Context: an optimization exercise on an open-source flow, tuned for small area, a short achievable clock period and few clock cycles. The choices shown serve that exercise and are no tape-out recipe. Where RTL was checked, it was by simulation tests only, not by an equivalence proof against the original. Power and IR drop assume default switching activity.

## text_char_scanner_core
module text_char_scanner_core #(
    parameter int LINE_BITS   = 20,    
    parameter int COLUMN_BITS = 16,
    parameter int TAB_STOP    = 4
) (
    input  logic                       i_clk,
    input  logic                       i_rst_n,
    input  logic                       i_valid,
    input  logic [tcs_pkg::BYTE_W-1:0] i_byte,
    output logic                       o_ready,
    output logic                       o_valid,
    input  logic                       i_ready,
    output logic [1:0]                 o_kind,
    output logic [tcs_pkg::BYTE_W-1:0] o_char,
    output logic [tcs_pkg::LINE_W-1:0] o_line,
    output logic [tcs_pkg::COL_W-1:0]  o_col,
    output logic [2:0]                 o_code,
    output logic                       o_last
);
export LEC_CHECK = 0
export ABC_AREA = 1
export CAP_MARGIN = 20
export CORE_MARGIN = 2
export CORE_UTILIZATION = 40
export CTS_BUF_LIST = sky130_fd_sc_hd__clkbuf_4 sky130_fd_sc_hd__clkbuf_8
export GPL_TIMING_DRIVEN = 0
export SETUP_SLACK_MARGIN = 1.75
export SLEW_MARGIN = 20
create_clock -name core_clock -period 4.0 [get_ports {i_clk}]
standard.sh (not shown) runs the stock make flow with config.mk's settings and CLKGATE_MAP_FILE= SYNTH_SCRIPT=/design/flow/synth_recipe.tcl, a recipe that flattens the netlist after the stock synthesis.
==> flow/flow/run.sh <==
#!/bin/bash
# Standard layout, with plain buf_1 cells as the port buffers and the
# synthesis adder-cell step left out (abc maps the incrementers as gates).
set -euo pipefail
bash standard.sh BUFFER_PORTS_ARGS="-buffer_cell sky130_fd_sc_hd__buf_1" ADDER_MAP_FILE= finish > make_finish.log 2>&1
Testbench counts at the start, summed over its fixed seeds: cycles 33,905.
Then changed:
--- a/flow/design.v
+++ b/flow/design.v
@@ -104,26 +104,24 @@
             default:                                  f_class[K_UERR] = 1'b0;
         endcase
     endfunction
     logic          r_iv;
     logic [7:0]    r_ib;
     logic [NK-1:0] r_k;       
     logic          r_uerr;    
     logic        r_busy;      
     logic        r_outv;      
     logic        r_olast;     
-    logic        r_kerr;      
-    logic        r_end;       
+    logic [2:0]  r_st;        
     logic [7:0]  r_ch;
     logic [19:0] r_line;
     logic [15:0] r_col;
-    logic [2:0]  r_code;
     logic        r_mv_rst;    
     logic        r_mv_nl;     
     logic        r_mv_inc;    
     logic        r_mv_tab;    
     logic        r_cmt, r_star, r_slash, r_cr, r_lead, r_lead80, r_failed;
     logic        r_e2sat;     
     assign r_k = f_class(r_ib);
     function automatic logic [19:0] f_sinc20(input logic [19:0] v);
         for (int i = 0; i < 20; i++)
             f_sinc20[i] = (v[i] ^ ((i == 0) ? 1'b1 : &(v | ~((20'd1 << i) - 20'd1)))) | (&v);
@@ -288,24 +286,22 @@
         end
     end
     always_ff @(posedge i_clk) begin
         r_ib    <= ib_n;
         r_uerr  <= k_n[K_UERR];
         r_olast <= !rel_n || k_n[K_SLASH] || k_n[K_CR];
         if (consume) begin
             r_ch    <= n_err ? 8'h00 : r_ib;
             r_line  <= cur_line;
             r_col   <= n_uerr ? lead_col : cur_col;
-            r_end   <= n_end;
-            r_kerr  <= n_err;
-            r_code  <= n_code;
+            r_st    <= n_end ? 3'd7 : n_code;
             r_e2sat <= &r_col;
         end
     end
     assign o_valid = r_outv;
-    assign o_kind  = {r_kerr, r_end};
+    assign o_kind  = {(r_st != 3'd0) && (r_st != 3'd7), r_st == 3'd7};
     assign o_char  = r_ch;
     assign o_line  = r_line;
     assign o_col   = r_col;
-    assign o_code  = r_code;
+    assign o_code  = (r_st == 3'd7) ? 3'd0 : r_st;
     assign o_last  = r_olast;
 endmodule
Non-clock buffer count decreases by 6.
Wire length increases by 2.1%.
Area after synthesis decreases by 2.0%.
Worst setup slack hardly moves.
Design area decreases by 1.8%.
Final cell count increases by 2.7%.
Worst hold slack gets worse by 0.0042 ns.
Synthesized cell count increases by 4.0%.
Clock-buffer cell count is unchanged.
Power decreases by 2.0%.
Utilization decreases by 0.45 points.
Only the layout flow was run in the second run of this note; the RTL was not checked for function there.

* * *

text_char_scanner_core, a different RTL version from the one above (not shown whole).
Size: ~450 cells after synthesis, about 93 flip-flops, roughly 64 I/O pins, about 0.0048 mm^2 of cells after synthesis.
==> flow/config.mk <==
export PLATFORM = sky130hd
export DESIGN_NAME = text_char_scanner_core
export DESIGN_NICKNAME = text_char_scanner_core
export VERILOG_FILES = /design/flow/design.v
export SDC_FILE = /design/flow/constraint.sdc
export NUM_CORES = 4
export LEC_CHECK = 0
export CAP_MARGIN = 20
export CORE_MARGIN = 2
export CORE_UTILIZATION = 40
export CTS_BUF_LIST = sky130_fd_sc_hd__clkbuf_4 sky130_fd_sc_hd__clkbuf_8
export SETUP_SLACK_MARGIN = 1.7
export SLEW_MARGIN = 20
==> flow/constraint.sdc <==
create_clock -name core_clock -period 4.0 [get_ports {i_clk}]
set_input_delay 0.8000 -clock core_clock [delete_from_list [all_inputs] [get_ports {i_clk}]]
set_output_delay 0.8000 -clock core_clock [all_outputs]
set_load 0.01 [all_outputs]
==> flow/flow/run.sh <==
#!/bin/bash
# Standard layout, with plain buf_1 cells as the port buffers.
set -euo pipefail
bash standard.sh BUFFER_PORTS_ARGS="-buffer_cell sky130_fd_sc_hd__buf_1" finish > make_finish.log 2>&1
The first run completed without violations.
==> next run, changes <==
--- a/flow/design.v
+++ b/flow/design.v
@@ -82,34 +82,52 @@
     localparam int K_SLASH = 5;    
     localparam int K_LEAD  = 6;    
     localparam int K_C80   = 7;    
     localparam int K_CTL   = 8;    
     localparam int K_INC   = 9;    
     localparam int K_UERR  = 10;   
     localparam int NK      = 11;
+    function automatic logic [NK-1:0] f_class(input logic [7:0] v);
+        f_class          = '0;
+        f_class[K_NUL]   = (v == 8'h00);
+        f_class[K_TAB]   = (v == 8'h09);
+        f_class[K_LF]    = (v == 8'h0A);
+        f_class[K_CR]    = (v == 8'h0D);
+        f_class[K_STAR]  = (v == 8'h2A);
+        f_class[K_SLASH] = (v == 8'h2F);
+        f_class[K_LEAD]  = (v == 8'hE2);
+        f_class[K_C80]   = (v == 8'h80);
+        f_class[K_CTL]   = ((v[7:5] == 3'b000) && v != 8'h00 && v != 8'h09
+                            && v != 8'h0A && v != 8'h0D) || (v == 8'h7F);
+        f_class[K_INC]   = (v[7] ? v[6] : (v[6] | v[5])) && (v != 8'h7F);
+        case (v)
+            8'h93, 8'h94, 8'h98, 8'h99, 8'h9C, 8'h9D: f_class[K_UERR] = 1'b1;
+            default:                                  f_class[K_UERR] = 1'b0;
+        endcase
+    endfunction
     logic          r_iv;
     logic [7:0]    r_ib;
-    logic [NK-1:0] r_k;
+    logic [NK-1:0] r_k;       
     logic          r_sv;
     logic [7:0]    r_sb;
-    logic        r_ov;        
     logic        r_outv;      
     logic        r_olast;     
     logic        r_kerr;      
     logic        r_end;       
     logic [7:0]  r_ch;
     logic [19:0] r_line;
     logic [15:0] r_col;
     logic [2:0]  r_code;
     logic        r_mv_rst;    
     logic        r_mv_nl;     
     logic        r_mv_inc;    
     logic        r_mv_tab;    
     logic        r_cmt, r_star, r_slash, r_cr, r_lead, r_lead80, r_failed;
     logic        r_e2sat;     
+    assign r_k = f_class(r_ib);
     function automatic logic [19:0] f_inc20(input logic [19:0] v);
         for (int i = 0; i < 20; i++)
             f_inc20[i] = v[i] ^ ((i == 0) ? 1'b1 : &(v | ~((20'd1 << i) - 20'd1)));
     endfunction
     function automatic logic [13:0] f_inc14(input logic [13:0] v, input logic ci);
         for (int i = 0; i < 14; i++)
             f_inc14[i] = v[i] ^ (ci & ((i == 0) ? 1'b1 : &(v | ~((14'd1 << i) - 14'd1))));
@@ -223,45 +241,26 @@
             n_cmt    = 1'b0;
             n_star   = 1'b0;
             n_failed = 1'b0;
         end
     end
     logic          iv_n, slash_n, ov_n, rel_n;
     logic [7:0]    in_b, ib_n;
-    logic [NK-1:0] in_k, k_n;
+    logic [NK-1:0] k_n;
     assign in_b = r_sv ? r_sb : i_byte;
-    always_comb begin
-        in_k          = '0;
-        in_k[K_NUL]   = (in_b == 8'h00);
-        in_k[K_TAB]   = (in_b == 8'h09);
-        in_k[K_LF]    = (in_b == 8'h0A);
-        in_k[K_CR]    = (in_b == 8'h0D);
-        in_k[K_STAR]  = (in_b == 8'h2A);
-        in_k[K_SLASH] = (in_b == 8'h2F);
-        in_k[K_LEAD]  = (in_b == 8'hE2);
-        in_k[K_C80]   = (in_b == 8'h80);
-        in_k[K_CTL]   = ((in_b[7:5] == 3'b000) && !in_k[K_NUL] && !in_k[K_TAB]
-                         && !in_k[K_LF] && !in_k[K_CR]) || (in_b == 8'h7F);
-        in_k[K_INC]   = (in_b[7] ? in_b[6] : (in_b[6] | in_b[5])) && (in_b != 8'h7F);
-        case (in_b)
-            8'h93, 8'h94, 8'h98, 8'h99, 8'h9C, 8'h9D: in_k[K_UERR] = 1'b1;
-            default:                                  in_k[K_UERR] = 1'b0;
-        endcase
-    end
     assign iv_n    = main_free ? (r_sv || i_valid) : r_iv;
     assign ib_n    = main_free ? in_b : r_ib;
-    assign k_n     = main_free ? in_k : r_k;
+    assign k_n     = f_class(ib_n);
     assign slash_n = consume ? n_slash : r_slash;
-    assign ov_n    = consume ? n_ov : (r_ov && !i_ready);
+    assign ov_n    = consume ? n_ov : (r_outv && !i_ready);
     assign rel_n   = iv_n && slash_n && !k_n[K_STAR];
     always_ff @(posedge i_clk) begin
         if (!i_rst_n) begin
             r_iv     <= 1'b0;
             r_sv     <= 1'b0;
-            r_ov     <= 1'b0;
             r_outv   <= 1'b0;
             r_mv_rst <= 1'b1;
             r_mv_nl  <= 1'b0;
             r_mv_inc <= 1'b0;
             r_mv_tab <= 1'b0;
             r_cmt    <= 1'b0;
             r_star   <= 1'b0;
@@ -269,15 +268,14 @@
             r_cr     <= 1'b0;
             r_lead   <= 1'b0;
             r_lead80 <= 1'b0;
             r_failed <= 1'b0;
         end else begin
             r_iv   <= iv_n;
             r_sv   <= !main_free && (r_sv || i_valid);
-            r_ov   <= ov_n;
             r_outv <= ov_n || rel_n;
             r_slash <= slash_n;
             if (consume) begin
                 r_mv_rst <= r_k[K_NUL];
                 r_mv_nl  <= r_k[K_LF];
                 r_mv_inc <= r_k[K_INC];
                 r_mv_tab <= r_k[K_TAB];
@@ -288,15 +286,14 @@
                 r_lead80 <= n_lead80;
                 r_failed <= n_failed;
             end
         end
     end
     always_ff @(posedge i_clk) begin
         r_ib    <= ib_n;
-        r_k     <= k_n;
         if (!r_sv)
             r_sb <= i_byte;
         r_olast <= !rel_n || k_n[K_SLASH] || k_n[K_CR];
         if (consume) begin
             r_ch    <= n_err ? 8'h00 : r_ib;
             r_line  <= cur_line;
             r_col   <= n_uerr ? lead_col : cur_col;
Result:
- power grows by 1.0%
- worst setup slack got worse by 0.083 ns
- die area goes down by 8.4%
- clock skew is about the same
- clock power climbs by 30%
- synthesized cell count fell by 4.0%
- critical path depth goes up by 2
- combinational power hardly moves
- final cell count goes down by 2.6%
- worst hold slack stays flat
- design area is lower by 3.9%
Function was not checked in any run of this note: the RTL went through the layout flow alone.

re-timing with driven ports:
The flow's constraints put no driver on any port. The routed layouts listed below were extracted and timed again, unchanged, in two steps. Step 1, drivers: a clkbuf_16 drives i_clk and a buf_2 each remaining input, both assumed. Step 2, shift: input delay + t, output delay - t, t = (earliest + latest rising clock arrival at the registers) / 2. This alone moves slack from input paths to output paths. Three values: ideal, step 1, step 2; two values: the first two.
run | t, ns | setup WS [ns] | hold WS [ns] | worst setup path at the end | cell pins on the clock port's net
the first run of note 1 | 0.384 | 1.880 / 1.880 / 1.630 | 0.469 / 0.469 / 0.469 | input to register | 1
the second run of note 1 | 0.382 | 1.880 / 1.846 / 1.597 | 0.465 / 0.465 / 0.465 | input to register | 1
the first run of note 2 | 0.387 | 1.796 / 1.796 / 1.560 | 0.471 / 0.471 / 0.471 | input to register | 1
the second run of note 2 | 0.388 | 1.713 / 1.713 / 1.442 | 0.474 / 0.474 / 0.474 | input to register | 1
After both steps every run listed still meets setup and hold. The setup slack of the second run of note 1, which loses most, moves by -0.034 ns with the drivers and by -0.283 ns with both steps.
